Background: an optimization exercise with open tools, aiming at small area and a short achievable clock period. Do not read the settings as production practice. In this exercise RTL edits were held to simulation tests only and were not proved equivalent to the original. Power figures rest on the tool's default switching activity, not on a simulated workload.

==> design/flow/design.v <==
package idct_pkg;
  localparam int W_COEF = 25;
  localparam logic MODE_4X4 = 1'b0;
  localparam logic MODE_8X8 = 1'b1;
  localparam int LEN_4X4 = 16;
  localparam int LEN_8X8 = 64;
endpackage
module idct_coef_cell (
  input  logic clk,
  input  logic ld,
  input  logic keep,
  input  logic dn,
  output logic q
);
  always_ff @(posedge clk) begin
    q <= ~((q | ld) & (dn | keep));
  end
endmodule
module idct_coef_sel16
#(
  parameter int W = idct_pkg::W_COEF
) (
  input  logic [15:0][W-1:0] d,
  input  logic [15:0]        sel,
  output logic [W-1:0]       y
);
  always_comb begin
    y = '0;
    for (int j = 0; j < 16; j++) y = y | (d[j] & {W{sel[j]}});
  end
endmodule
module idct_coef_sel8
#(
  parameter int W = idct_pkg::W_COEF
) (
  input  logic [7:0][W-1:0] d,
  input  logic [7:0]        sel,
  output logic [W-1:0]      y
);
  always_comb begin
    y = '0;
    for (int j = 0; j < 8; j++) y = y | (d[j] & {W{sel[j]}});
  end
endmodule
module idct_coef_bank
#(
  parameter int W = idct_pkg::W_COEF
) (
  input  logic         clk,
  input  logic         we,
  input  logic         wbank,
  input  logic [5:0]   waddr,
  input  logic [W-1:0] wdn,
  input  logic [15:0]  rsel_hi,
  input  logic [7:0]   rsel_lo,
  output logic [W-1:0] rdata
);
  logic [6:0]          wa;
  logic [127:0][W-1:0] word;
  logic [7:0][W-1:0]   col;
  logic [7:0][15:0][W-1:0] cw;
  assign wa = {wbank, waddr};
  for (genvar i = 0; i < 128; i++) begin : g_word
    logic ld;
    assign ld = we & (wa == 7'(i));
    for (genvar b = 0; b < W; b++) begin : g_bit
      idct_coef_cell u_cell (
        .clk  (clk),
        .ld   (ld),
        .keep (~ld),
        .dn   (wdn[b]),
        .q    (word[i][b])
      );
    end
  end
  for (genvar j = 0; j < 8; j++) begin : g_col
    for (genvar g = 0; g < 16; g++) begin : g_cw
      assign cw[j][g] = word[g*8 + j];
    end
    idct_coef_sel16 #(.W(W)) u_sel (
      .d   (cw[j]),
      .sel (rsel_hi),
      .y   (col[j])
    );
  end
  idct_coef_sel8 #(.W(W)) u_sel_lo (
    .d   (col),
    .sel (rsel_lo),
    .y   (rdata)
  );
endmodule
module idct_coef_tx
#(
  parameter int W   = idct_pkg::W_COEF,
  parameter int GAP = 1
) (
  input  logic         clk,
  input  logic         reset,
  input  logic         wr_en,
  input  logic [5:0]   wr_addr,
  input  logic [W-1:0] wr_data,
  input  logic         commit,
  input  logic         commit_mode,
  output logic         commit_ready,
  output logic [W-1:0] seq_out,
  output logic         seq_mode,
  output logic         seq_valid,
  output logic         seq_first,
  output logic         seq_last,
  output logic         busy
);
  logic [1:0]   full;
  logic [1:0]   bmode;
  logic         wb;
  logic         rb;
  logic [7:0]   ra_lo;
  logic [15:0]  ra_hi;
  logic         st_send;
  logic         st_gap;
  logic         ready_q;
  logic         busy_q;
  logic         phase;
  logic [W-1:0] rd_data;
  logic         wr_ok;
  logic         cm_ok;
  logic         go;
  logic         cur_mode;
  logic         is_first;
  logic         is_last;
  logic [7:0]   grp;
  logic [1:0]   full_n;
  logic         wb_n;
  logic         rb_n;
  logic         send_n;
  logic         gap_n;
  assign commit_ready = ready_q;
  assign busy         = busy_q;
  assign wr_ok = wr_en & ready_q;
  assign cm_ok = commit & ready_q;
  assign grp      = ra_hi[7:0] | ra_hi[15:8];
  assign go       = st_send | (~st_gap & full[rb]);
  assign cur_mode = bmode[rb];
  assign is_first = ra_lo[0] & grp[0];
  assign is_last  = ra_lo[7] &
                    ((cur_mode == idct_pkg::MODE_8X8) ? grp[7] : grp[1]);
  idct_coef_bank #(.W(W)) u_bank (
    .clk     (clk),
    .we      (wr_ok),
    .wbank   (wb),
    .waddr   (wr_addr),
    .wdn     (wr_data ^ {W{phase}}),
    .rsel_hi (ra_hi),
    .rsel_lo (ra_lo),
    .rdata   (rd_data)
  );
  always_comb begin
    full_n = full;
    wb_n   = wb;
    rb_n   = rb;
    send_n = 1'b0;
    gap_n  = 1'b0;
    if (cm_ok) begin
      full_n[wb] = 1'b1;
      wb_n       = ~wb;
    end
    if (go) begin
      if (is_last) begin
        full_n[rb] = 1'b0;
        rb_n       = ~rb;
        gap_n      = 1'b1;
      end else begin
        send_n     = 1'b1;
      end
    end
  end
  always_ff @(posedge clk) begin
    if (phase) phase <= 1'b0;
    else       phase <= 1'b1;
  end
  always_ff @(posedge clk or negedge reset) begin
    if (!reset) begin
      full      <= '0;
      bmode     <= '0;
      wb        <= 1'b0;
      rb        <= 1'b0;
      ra_lo     <= 8'd1;
      ra_hi     <= 16'd1;
      st_send   <= 1'b0;
      st_gap    <= 1'b0;
      ready_q   <= 1'b1;
      busy_q    <= 1'b0;
      seq_out   <= '0;
      seq_mode  <= 1'b0;
      seq_valid <= 1'b0;
      seq_first <= 1'b0;
      seq_last  <= 1'b0;
    end else begin
      full    <= full_n;
      wb      <= wb_n;
      rb      <= rb_n;
      st_send <= send_n;
      st_gap  <= gap_n;
      ready_q <= ~full_n[wb_n];
      busy_q  <= (|full_n) | send_n | gap_n;
      if (cm_ok) bmode[wb] <= commit_mode;
      if (go) begin
        seq_out   <= rd_data ^ {W{phase}};
        seq_valid <= 1'b1;
        seq_first <= is_first;
        seq_last  <= is_last;
        seq_mode  <= cur_mode;
        if (is_last) begin
          ra_lo <= 8'd1;
          ra_hi <= rb ? 16'h0001 : 16'h0100;
        end else begin
          ra_lo <= {ra_lo[6:0], ra_lo[7]};
          if (ra_lo[7]) ra_hi <= {ra_hi[14:0], 1'b0};
        end
      end else begin
        seq_out   <= '0;
        seq_valid <= 1'b0;
        seq_first <= 1'b0;
        seq_last  <= 1'b0;
      end
    end
  end
endmodule
==> design/flow/run.sh <==
#!/bin/bash
# synth_recipe.tcl (not shown) runs the flow's synth.tcl, then flattens the netlist and writes it again
# the make line also repeats each setting of config.mk as NAME=value (left out here)
make -C /OpenROAD-flow-scripts/flow DESIGN_CONFIG=/design/flow/config.mk WORK_HOME=/design/flow/orfs CLKGATE_MAP_FILE= SYNTH_SCRIPT=/design/flow/synth_recipe.tcl finish
==> design/flow/config.mk <==
export PLATFORM = sky130hd
export DESIGN_NAME = idct_coef_tx
export DESIGN_NICKNAME = idct_coef_tx
export VERILOG_FILES = /design/flow/design.v
export SDC_FILE = /design/flow/constraint.sdc
export NUM_CORES = 4
export LEC_CHECK = 0
export CAP_MARGIN = 20
export CORE_MARGIN = 2
export CORE_UTILIZATION = 40
export SLEW_MARGIN = 20
export SYNTH_HIERARCHICAL = 1
export SYNTH_MINIMUM_KEEP_SIZE = 0
==> design/flow/constraint.sdc <==
create_clock -name core_clock -period 4.0 [get_ports {clk}]
set_input_delay 0.8000 -clock core_clock [delete_from_list [all_inputs] [get_ports {clk}]]
set_output_delay 0.8000 -clock core_clock [all_outputs]
set_load 0.01 [all_outputs]
==> flow_summary.rst <==
.. list-table::
   :header-rows: 1

   * - Metric
     - Value
   * - PortBufs
     - 66
   * - Iteration-0 DRC Markers
     - 12100
   * - EDFF count, synth
     - 0
   * - Startpoint of the tightest hold check path
     - u_bank.g_word[98].g_bit[15].u_cell.q
   * - Element type at the critical path end
     - register
   * - Routability cong.
     - 0.969
   * - Worst Hold End
     - u_bank.g_word[98].g_bit[15].u_cell.q
   * - Placed inst area
     - between 100000 and 150000 um2
   * - Total of fill cells in the finished design
     - approximately 24000
   * - Final critical path time including I/O delays and setup
     - 3.81 ns
   * - Netlist area before placement
     - 108000 um2
   * - Number of placement rows
     - 191
   * - Post-synthesis cell count
     - ~9300
   * - Share of synthesized flip-flops with an asynchronous set or reset
     - 1.90%
   * - Dominant cell by count in the synthesized netlist
     - dfxtp_1
   * - Flip-flop and latch count after synthesis
     - 3263
   * - Cts repair resizes
     - 0
   * - Net Switching
     - 0.0182 W
   * - Share of layout cells above drive strength 1
     - 13.9%
   * - Synthesized area divided by synthesized cell count
     - 11.6 um2
   * - Count of final hold-check violations
     - 0
   * - Length of the first detailed-routing pass in iterations
     - 7
   * - Max-slew violation total from the final report
     - 0
   * - Number of vias after detailed routing
     - 97400
   * - Number of sinks handled by clock tree synthesis
     - between 3000 and 4000
   * - Vias in the first global route
     - slightly above 90000
   * - CTS Root Buffer Type
     - clkbuf_16
   * - Cell taking the most area after synthesis
     - dfxtp_1
   * - Worst-case clock buffer depth
     - 4
   * - Pint
     - 0.0581 W
   * - Number of H-tree levels
     - 5
   * - RSZ-0062 raised after global routing
     - no
   * - Dpl cells
     - 13200
   * - Power density normalized to cell area
     - 595 nW/um2
   * - Post-route total power
     - about 0.076 W
   * - Leakage Power
     - 46.5 nW
   * - Worst-path fanout max
     - 38
   * - Post-synthesis xor/xnor area fraction
     - less than 1%
   * - Required time at the worst-slack endpoint
     - 4.80 ns
   * - Combinational power share
     - ~6.1%
   * - Mux share of post-synthesis cell area
     - less than 1%
   * - Maximum Capacitance Violations
     - 0
   * - Clock tree from TritonCTS
     - yes
   * - Startpoint class of the critical path
     - register
   * - Complex-gate fraction of the synthesized area
     - 32.4%
   * - Antenna violations before repair
     - 7
   * - FF-to-FF End
     - seq_out[3]
   * - Gr ovfl total
     - 0
   * - Highest ir drop seen on vdd
     - 0.424 mV
   * - Net Sw Frac
     - 23.8%
   * - Crit Reg-Reg Startpoint
     - ra_hi[10]
   * - Dominant cells by area after synthesis
     - dfxtp_1, o22ai_1, a221oi_1, a22o_1, buf_6
   * - Number of endpoints failing setup at the final stage
     - 0
   * - Share of the yosys chip area belonging to registers
     - ~60%
   * - Post-synth top cells
     - dfxtp_1, o22ai_1, a221oi_1
   * - F_max
     - 0.262 GHz
   * - Die boundary width
     - 525 um
   * - Number of synthesis warnings
     - 10
   * - Clk pin slew, worst setup/hold paths
     - around 0.060 ns
   * - Drt via density
     - 7.08
   * - Slack of the critical path
     - 0.185 ns
   * - Drt wl/cell
     - between 30 and 40 um
   * - Initial cell density of the core
     - around 40%
   * - Total detailed-routing wirelength
     - ~450000 um
   * - CTS Hold Buffers Added
     - 1
   * - Signal arrival time at the worst endpoint
     - 4.62 ns
   * - Area of all placed cells without fillers
     - 128000 um2
   * - Post-route fraction of the period consumed by the critical path
     - 95.4%
   * - Clk latency of the worst-skew pair
     - ~0.90 ns
   * - Worst hold path depth
     - 1
   * - Clk pwr share
     - 41.5%
   * - Overall die area
     - 275000 um2
   * - Detailed Place HPWL
     - 275000 um
   * - Number of setup buffers added after CTS
     - 0
   * - Minimum setup slack among reg-to-reg paths
     - 0.19 ns
   * - Transition time at the pin with the least slew margin
     - 1.23 ns
   * - Net count after synthesis
     - 9379
   * - Place WS
     - 0.377 ns
   * - Min-Delay Path Class
     - reg2reg
   * - Slew margin rel.
     - 17.7%
   * - Core outline area
     - 270000 um2
   * - Worst clock skew
     - roughly 0.05 ns
   * - Post-synthesis share of cell area spent on and, or, nand and nor gates
     - 3.05%
   * - Share of the synthesized area in the top cell type
     - 59.1%
   * - Synthesized-area fraction occupied by adder cells
     - 0.0231%
   * - Vertical die dimension
     - 525 um
   * - Main flop type after synthesis
     - dfxtp_1
   * - Final Non-Filler Cells
     - 13800
   * - Combinational family with the most area after synthesis
     - compound AO/OA/AOI/OAI gates
   * - Category of the most critical setup path
     - reg2reg
   * - Layout Nets
     - 9974
   * - Sequential cell fraction of total power
     - 52.3%
   * - Sum Neg Setup Slack
     - 0 ns
   * - Maximum number of pins on one net before global-route repair
     - 129
   * - Total Routing Usage GR
     - 31.2%
   * - Length in cells of the worst reg-to-reg path
     - 7
   * - Count of nets left with antenna violations after detail routing
     - 0
   * - Distinct cell type count after synthesis
     - 67
   * - Global-route wire length before repair
     - 650000 um
   * - DRC violations left
     - 0
   * - Result of the run
     - no timing/DRC/antenna violations
   * - Inserted Clock Buffers
     - between 300 and 400
   * - Number of primary I/O pins
     - 67
   * - Synth-to-layout area growth
     - 18.2%
worst max-delay path, stage by stage (launching register included):
cell and delay [ns]:
dfrtp_4 0.78, buf_4 0.43, a221oi_1 0.74, nand4_1 0.16, a22oi_1 0.68, nand4_1 0.38, xnor2_1 0.23, nor2_1 0.21
worst max path at each step:
stage                           from  slack [ns]  cells after the start                                  to
final                      ra_hi[10]        0.19                      7                          seq_out[3]
after global routing       ra_hi[10]        0.22                      7                          seq_out[3]
after CTS                  ra_hi[10]        0.38                      7                          seq_out[3]
after detailed placement   ra_hi[10]        0.38                      7                          seq_out[3]
after global placement     ra_hi[10]        0.33                      7                          seq_out[3]
after floorplan           wr_data[0]       -1.56                      2  u_bank.g_word[0].g_bit[0].u_cell.q
per-layer routing:
metal	GRT usage, %	up-vias	routed length, um
met1	40.3	49400	177000
li1	-	40800	-
met4	19.9	4	31500
met5	0.0173	-	22
met3	8.07	1165	49000
met2	46.1	5990	195000
registers in the layout, summed over array words and instances (netlist names), named ones only:
register                      cells
u_bank.g_word.g_bit.u_cell.q   3200
seq_out                          25
ra_hi                            16
ra_lo                             8
full                              2
busy_q                            1
phase                             1
rb                                1
ready_q                           1
seq_first                         1
seq_last                          1
seq_mode                          1
seq_valid                         1
st_send                           1
wb                                1
metrics by stage:
step,util [%],hold slack (ns)
floorplan,-,0.422
global placement,43.3,0.429
detailed placement,43.3,0.437
CTS,47.4,0.445
global route,47.4,0.453
finish,47.4,0.443
kinds of logic (layout without fill, tap and decap cells):
| group | count (synthesis) | after routing |
|---|---|---|
| compound gates | 4934 | 4934 |
| flops | 3263 | 3263 |
| simple gates | 593 | 593 |
| buf+inv | 494 | 1343 |
| xor+xnor | 51 | 51 |
| mux | 4 | 4 |
| fa+ha+maj | 2 | 2 |
| other cells | 0 | 4 |
Yosys stat by module, one instance, submodules excluded, a selection:
module	cells inside	flops+latches	area, um2	times used
idct_coef_tx	220	63	2720	1
idct_coef_cell	2	1	26.3	3200
power groups by stage:
stage | Sequential, W | Clock (W) | Combinational (W)
after floorplan | 0.0398 | 0 | 0.00335
after global placement | 0.0401 | 0 | 0.00432
after global routing | 0.0403 | 0.0331 | 0.00506
after CTS | 0.0397 | 0.0318 | 0.00460
after detailed placement | 0.0404 | 0 | 0.00460
final | 0.0399 | 0.0317 | 0.00468
area by class of cell:
cell class | count | area [um2] | area share, %
clock inverter | 107 | 1380 | 1.07
tap | 3570 | 4470 | 3.49
antenna | 4 | 10.0 | 0.00781
sequential | 3263 | 65700 | 51.3
multi-input combinational | 5584 | 39800 | 31.1
timing repair buffer | 749 | 7100 | 5.54
clock buffer | 482 | 9640 | 7.52
inverter | 5 | 21.3 | 0.0166
cell usage in the layout (no fill, tap or decap), drive strengths merged, types with 5 or more instances in the layout:
| cell type | count |
|---|---|
| a221oi | 800 |
| clkbuf | 482 |
| nand4bb | 9 |
| nor3 | 25 |
| a22o | 819 |
| nand4 | 232 |
| inv | 16 |
| and2 | 5 |
| a22oi | 100 |
| xnor2 | 26 |
| xor2 | 25 |
| nor2 | 130 |
| or3 | 7 |
| and3 | 6 |
| dfrtp | 59 |
| o22ai | 3200 |
| nand4b | 7 |
| and4bb | 5 |
| or4b | 5 |
| nor4b | 5 |
| buf | 686 |
| nand2 | 102 |
| bufinv | 25 |
| clkinvlp | 11 |
| nor2b | 5 |
| and4b | 7 |
| dfxtp | 3201 |
| clkdlybuf4s50 | 62 |
| clkinv | 60 |
| nand3 | 24 |

## port drivers added, routing unchanged
No port has a modelled driver above. Below, the same layout with a new extraction and two added sets of constraints.
Step 1: set_driving_cell puts a clkbuf_16 on clk and a buf_2 on each other input, an assumption about the parent block.
Step 2 adds t to the input delays and takes it off the output delays; t is the mean of the earliest and latest rising clock arrival at the registers after step 1. Input paths then give back, and output paths get back, about the clock's delay inside the block.
a / b / c = ideal ports / drivers / drivers and shift; a / b = the first two.
shift t [ns]: 0.976
slack for setup (ns): 0.185 / 0.185 / 0.179
worst setup path after step 2: input to register
After both steps this run still meets setup and hold. For this run, drivers alone change the setup slack by 0.000 ns; drivers and shift together by -0.006 ns.
